From an optimization exercise on the open Yosys and OpenROAD flow, aimed at small area, a short achievable clock period and few clock cycles; shortcuts taken in it are not production practice. Function was checked by simulation only, so behaviour that the tests miss may differ from the original. Power is estimated from default activity; no workload was simulated.

<file path="flow/config.mk">
export PLATFORM = sky130hd
export DESIGN_NAME = mem_subsystem
export DESIGN_NICKNAME = mem_subsystem
export VERILOG_FILES = /design/flow/design.v
export SDC_FILE = /design/flow/constraint.sdc
export NUM_CORES = 4
export LEC_CHECK = 0
export CAP_MARGIN = 20
export CORE_MARGIN = 2
export CORE_UTILIZATION = 40
export SLEW_MARGIN = 20
</file>
<file path="flow/constraint.sdc">
create_clock -name core_clock -period 7.0 [get_ports {clk_in}]
set_input_delay 1.4000 -clock core_clock [delete_from_list [all_inputs] [get_ports {clk_in}]]
set_output_delay 1.4000 -clock core_clock [all_outputs]
set_load 0.01 [all_outputs]
</file>
<file path="flow/run.sh">
#!/bin/bash
# synth_recipe.tcl (not shown) runs the flow's synth.tcl, then flattens the netlist and writes it again
# the make line also repeats each setting of config.mk as NAME=value (left out here)
make -C /OpenROAD-flow-scripts/flow DESIGN_CONFIG=/design/flow/config.mk WORK_HOME=/design/flow/orfs CLKGATE_MAP_FILE= SYNTH_SCRIPT=/design/flow/synth_recipe.tcl finish
</file>
<file path="flow/design.v">
`timescale 1ns/1ps
package mem_req_pkg;
    typedef logic [31:0] addr_t;
    typedef logic [31:0] word_t;
    typedef logic [3:0] tag_t;
    typedef logic [1:0] access_len_t;
    localparam access_len_t LEN_BYTE = 2'd0;
    localparam access_len_t LEN_HALF = 2'd1;
    localparam access_len_t LEN_WORD = 2'd3;
    typedef struct packed {
        addr_t       addr;
        access_len_t len;
        logic        sext;
        tag_t        tag;
    } load_req_t;
    typedef struct packed {
        addr_t       addr;
        word_t       data;
        access_len_t len;
    } store_req_t;
endpackage
`timescale 1ns/1ps
package icache_pkg;
    localparam int OFFSET_BITS = $clog2(8);
    localparam int INDEX_BITS = $clog2(16);
    localparam int TAG_BITS = 18 - INDEX_BITS - OFFSET_BITS;
    typedef logic [8*8-1:0] line_t;
    typedef logic [INDEX_BITS-1:0] index_t;
    typedef logic [TAG_BITS-1:0] cache_tag_t;
endpackage
`timescale 1ns/1ps
module mem_subsystem (
    input  logic        clk_in,
    input  logic        rst_in,
    input  logic        rdy_in,
    input  logic [31:0] fetch_addr,
    output logic        fetch_hit,
    output logic [31:0] fetch_inst,
    input  logic        ld_valid,
    input  logic [31:0] ld_addr,
    input  logic [1:0]  ld_len,
    input  logic        ld_sext,
    input  logic [3:0]  ld_tag_in,
    output logic        ld_full,
    output logic        ld_done,
    output logic [31:0] ld_data,
    output logic [3:0]  ld_tag,
    input  logic        st_valid,
    input  logic [31:0] st_addr,
    input  logic [31:0] st_data,
    input  logic [1:0]  st_len,
    output logic        st_full,
    output logic        st_done,
    input  logic        io_buffer_full,
    input  logic [7:0]  mem_din,
    output logic [7:0]  mem_dout,
    output logic [31:0] mem_a,
    output logic        mem_wr
);
    localparam logic [1:0] M_FETCH = 2'd0;
    localparam logic [1:0] M_LOAD  = 2'd1;
    localparam logic [1:0] M_STORE = 2'd2;
    logic [1:0]  mode;
    logic [17:0] ma;       
    logic [31:0] w;        
    logic [15:0] sa;       
    logic [1:0]  n;        
    logic        dv;       
    logic [2:0]  k;        
    logic [1:0]  last;     
    logic        sext_q;
    logic        wr_q;
    logic        st_done_q;
    logic        fetch_mode;
    logic        ld_acc;
    logic        st_acc;
    logic        addr_match;
    logic [31:0] raw;
    assign fetch_mode = (mode == M_FETCH);
    assign ld_full = !fetch_mode;
    assign st_full = !fetch_mode || ld_valid;
    assign ld_acc = ld_valid && fetch_mode;
    assign st_acc = st_valid && fetch_mode && !ld_valid;
    assign addr_match = (fetch_addr[17:2] == sa);
    assign fetch_hit = fetch_mode && dv && (n == 2'd3) && addr_match;
    assign fetch_inst = {mem_din, w[23:0]};
    assign mem_a = {14'd0, ma};
    assign mem_wr = wr_q;
    assign mem_dout = w[7:0];
    assign st_done = st_done_q;
    assign ld_done = (mode == M_LOAD) && (k == {1'b0, last} + 3'd1);
    always_comb begin
        case (last)
            2'd0: raw = {{24{sext_q & mem_din[7]}}, mem_din};
            2'd1: raw = {{16{sext_q & mem_din[7]}}, mem_din, w[7:0]};
            default: raw = {mem_din, w[23:0]};
        endcase
    end
    assign ld_data = raw;
    always_ff @(posedge clk_in) begin
        if (rst_in) begin
            mode <= M_FETCH;
            n <= 2'd0;
            dv <= 1'b0;
            wr_q <= 1'b0;
            st_done_q <= 1'b0;
            sa <= fetch_addr[17:2];
            ma <= {fetch_addr[17:2], 2'b00};
        end else if (rdy_in) begin
            st_done_q <= 1'b0;
            case (mode)
                M_FETCH: begin
                    if (ld_acc) begin
                        mode <= M_LOAD;
                        ma <= ld_addr[17:0];
                        k <= 3'd0;
                        last <= ld_len;
                        sext_q <= ld_sext;
                        ld_tag <= ld_tag_in;
                    end else if (st_acc) begin
                        mode <= M_STORE;
                        ma <= st_addr[17:0];
                        w <= st_data;
                        k <= 3'd0;
                        last <= st_len;
                        wr_q <= !(st_addr[17:16] == 2'b11 && io_buffer_full);
                    end else if (!addr_match) begin
                        sa <= fetch_addr[17:2];
                        ma <= {fetch_addr[17:2], 2'b00};
                        n <= 2'd0;
                        dv <= 1'b0;
                    end else begin
                        ma <= ma + 18'd1;
                        dv <= 1'b1;
                        if (dv) begin
                            w[n*8 +: 8] <= mem_din;
                            n <= n + 2'd1;
                            if (n == 2'd3) begin
                                sa <= ma[17:2];
                            end
                        end
                    end
                    if (ld_acc || st_acc) begin
                        n <= 2'd0;
                        dv <= 1'b0;
                    end
                end
                M_LOAD: begin
                    k <= k + 3'd1;
                    if (k != 3'd0 && k <= {1'b0, last}) begin
                        w[(k[1:0] - 2'd1)*8 +: 8] <= mem_din;
                    end
                    if (k == {1'b0, last}) begin
                        sa <= fetch_addr[17:2];
                        ma <= {fetch_addr[17:2], 2'b00};
                    end else if (k < {1'b0, last}) begin
                        ma <= ma + 18'd1;
                    end else begin
                        mode <= M_FETCH;
                        n <= 2'd0;
                        dv <= 1'b1;
                        ma <= ma + 18'd1;
                    end
                end
                default: begin
                    if (wr_q) begin
                        if (k[1:0] == last) begin
                            mode <= M_FETCH;
                            wr_q <= 1'b0;
                            st_done_q <= 1'b1;
                            sa <= fetch_addr[17:2];
                            ma <= {fetch_addr[17:2], 2'b00};
                            n <= 2'd0;
                            dv <= 1'b0;
                        end else begin
                            k <= k + 3'd1;
                            ma <= ma + 18'd1;
                            w <= {8'd0, w[31:8]};
                        end
                    end else begin
                        wr_q <= !io_buffer_full;
                    end
                end
            endcase
        end
    end
endmodule
</file>
==> run notes <==
-- registers in the layout, indices dropped and copies added, names as in the netlist --
name and flops:
wr_q 1, ld_tag 4, st_done_q 1, sext_q 1, last 2, dv 1
sa 16, k 3, w 32, mode 2, n 2, ma 18
-- logic make-up after synthesis --
group / after synthesis / synth area share [%]
AOI/OAI and AO/OA: 304 / 26.6
and+or+nand+nor: 252 / 17.8
buffers and inverters: 133 / 10.1
DFF: 83 / 33.2
xor gates and xnor gates: 37 / 4.59
muxes: 29 / 4.80
adders and majority gates: 16 / 2.77
other: 1 / 0.0519
-- Yosys cell counts, types with 21 or more instances --
library cell,count,area [um2]
a21oi_1,108,541
edfxtp_1,74,2220
nor2b_1,58,363
a21o_1,21,158
buf_4,54,405
xnor2_1,26,228
clkbuf_1,42,158
nor2_1,44,165
nand3_1,21,105
nand2_1,73,274
o22ai_1,30,188
o21ai_0,52,260
inv_1,22,82.6
-- worst paths after layout --
| path | from | end | slack, ps | cells after the start |
|---|---|---|---|---|
| setup / recovery | fetch_addr[8] | fetch_hit | 1720 | 7 |
| hold / removal | st_done_q$_SDFFE_PP0P_ | st_done_q$_SDFFE_PP0P_ | 460 | 2 |
| setup reg to reg | k[0]$_SDFFCE_PN0P_ | w[25]$_DFFE_PP_ | 3520 | 8 |
| hold reg to reg | st_done_q$_SDFFE_PP0P_ | st_done_q$_SDFFE_PP0P_ | 460 | 2 |
-- critical path, stage by stage --
cell	delay, ps
clkdlybuf4s50_1	570
xnor2_2	290
nand4_1	220
nor4_4	390
and2_1	230
and3_1	220
clkdlybuf4s50_1	550
-- power groups by stage --
stage	combinational, mW	clock [mW]	sequential [mW]
global route	0.561	0.564	0.635
CTS	0.516	0.548	0.630
global placement	0.510	0	0.641
detailed placement	0.513	0	0.640
floorplan	0.294	0	0.633
finish	0.519	0.544	0.630
-- final cells by class --
class	count	area, um2
Tap cell	229	287
Inverter	24	90.1
Sequential cell	83	2400
Fill cell	1697	8420
Clock buffer	9	225
Clock inverter	7	98.8
Multi-Input combinational cell	652	4180
Timing Repair Buffer	216	2140
-- metal layers --
layer | wire length (um) | up-vias | GRT usage (%) | part of all wire, %
li1 | - | 3353 | - | -
met2 | 12500 | 374 | 44.2 | 48
met3 | 2030 | 33 | 3.39 | 7.7
met5 | 0 | - | 0 | 0
met1 | 11200 | 3393 | 36.6 | 43
met4 | 486 | 0 | 8.00 | 1.9
==> key figures <==
Detailed routing
  – Vias/cell: a little under 6
  – Router iterations before antenna repair: 5
  – DR DRC count: 0
  – Wire per inst: ~22 um
  – Final ANT Viol Nets: 0
  – Via Count: 7,153
  – Final wirelength: 26.3 mm
  – DRT iter0 DRCs: 625

Floorplan
  – Die height: 138 um
  – Core region area: 0.0178 mm2
  – Initial Util: about two fifths
  – Std-Cell Rows: 49
  – I/O Pins: approximately 270
  – Die area: between 0.015 and 0.02 mm2
  – DIE WIDTH: between 100 and 150 um

Placed design
  – Placer Congestion: about 0.90
  – Pre-CTS setup slack: 1650 ps
  – Port Buf Inserts: 206
  – Placed cells: 1,203
  – Post-DP HPWL: 18.7 mm
  – Post-DP Area: 0.00908 mm2

CTS
  – CTS root buf: clkbuf_16
  – Hold buffer count at cts: 0
  – Clock buffer depth: 2
  – Post-cts sizing count: 0
  – H-tree depth: 3
  – TritonCTS clock tree: built
  – Clock sinks: 83
  – Reg clk slew, reported paths: ~70 ps
  – CTS Buf Count: 9
  – Setup bufs post-CTS: 0
  – Skew-Pair Late Insertion Delay: 360 ps

Run
  – Maxcap violations: 0

Timing
  – Fin worst setup slack: 1720 ps
  – Rel. slew slack: 20.9%
  – TNS Setup: 0 ps
  – Hold Fails Final Rpt: 0
  – Setup violators final: 0
  – Final Slew Violations: 0
  – FMAX: ~190 MHz
  – Period minus WS final: 5280 ps
  – Final Cycle Share: 75.5%
  – Clock skew: roughly 7 ps
  – RSZ-0062 raised after global routing: no
  – WHS: 456 ps
  – Worst slew pin tran: around 1200 ps

Global route
  – First-pass GRT wire length: between 40 and 50 mm
  – Grt ovf: 0
  – Initial antenna violation count: 0
  – Vias in the first global route: 6,723
  – Largest net degree at the start of global routing: 81
  – Total GRT Usage: a little over a quarter

Critical path
  – Setup crit end kind: output port
  – Critical path arrival: 3880 ps
  – WS Path Type: input pin to output port
  – Worst path required time: 5600 ps
  – CP startpoint kind: input pin
  – Critical path peak fanout: 7

Synth
  – Register area share after synthesis: 33.2%
  – EDFF count, synth: 74
  – #FFs+latches synth: 83
  – Cells after synthesis: 855
  – Synthesized area: approximately 0.0072 mm2
  – Synth unique cells: 68
  – Syn. warnings: 1
  – Post-Syn Area per Cell: 8.45 um2
  – Ys flop type: edfxtp_1
  – Synth async-reset ratio: 0%

Finish
  – Final Net Count: 1,153
  – Post-layout util: 52.8%
  – Share of cells above drive strength 1: 6.46%
  – Final instance area: 0.00942 mm2
  – Most frequent cells in the layout: clkdlybuf4s50_1, a21oi_1, edfxtp_1, nand2_1, nor2b_1
  – Area delta synth->final: 30.3%
  – Diode count: 0
  – Layout Cells excl Fill: 1,220
  – Commonest non-fill, non-tap cell in the layout: clkdlybuf4s50_1

Run status
  – Status: finished clean

Power
  – Clock share of power: 32.1%
  – Leak: 3.42 nW
  – Pint: 1.15 mW
  – Reg power frac: 37.2%
  – PD cells: 180 mW/mm2
  – Logic gate share of total power: 30.7%
  – Switching share of power: 32.2%
  – VDD IR-drop max: 114 uV
  – Power Total: about 1.7 mW
  – Net Sw Power: 546 uW

Worst hold path
  – HP Class: flop to flop
Testbench counts, summed over its fixed seeds: cycles 26,444.

what the ideal ports hide:
How much do the figures lean on ideal ports? The routed layout below was timed once more, with nothing changed but the port constraints. Step 1 (the two cells are an assumption about what drives the block):
set clk [get_ports {clk_in}]
set_driving_cell -lib_cell sky130_fd_sc_hd__clkbuf_16 $clk
set_driving_cell -lib_cell sky130_fd_sc_hd__buf_2 [delete_from_list [all_inputs] $clk]
Step 2 times the ports against the registers' clock, not the clock port: input delays grow and output delays shrink by t, the midpoint of the rising clock arrivals with the driver on. a / b / c = ideal / step 1 / step 2; a / b = the first two.
shift t [ns]: 0.399
slack for setup (ns): 1.718 / 1.697 / 1.697
hold slack, ns: 0.456 / 0.456 / 0.456
cell pins on the clock port's net: 1
After both steps setup and hold are still met in this run. The setup slack of this run moves by -0.021 ns with the drivers and by -0.021 ns with both steps.
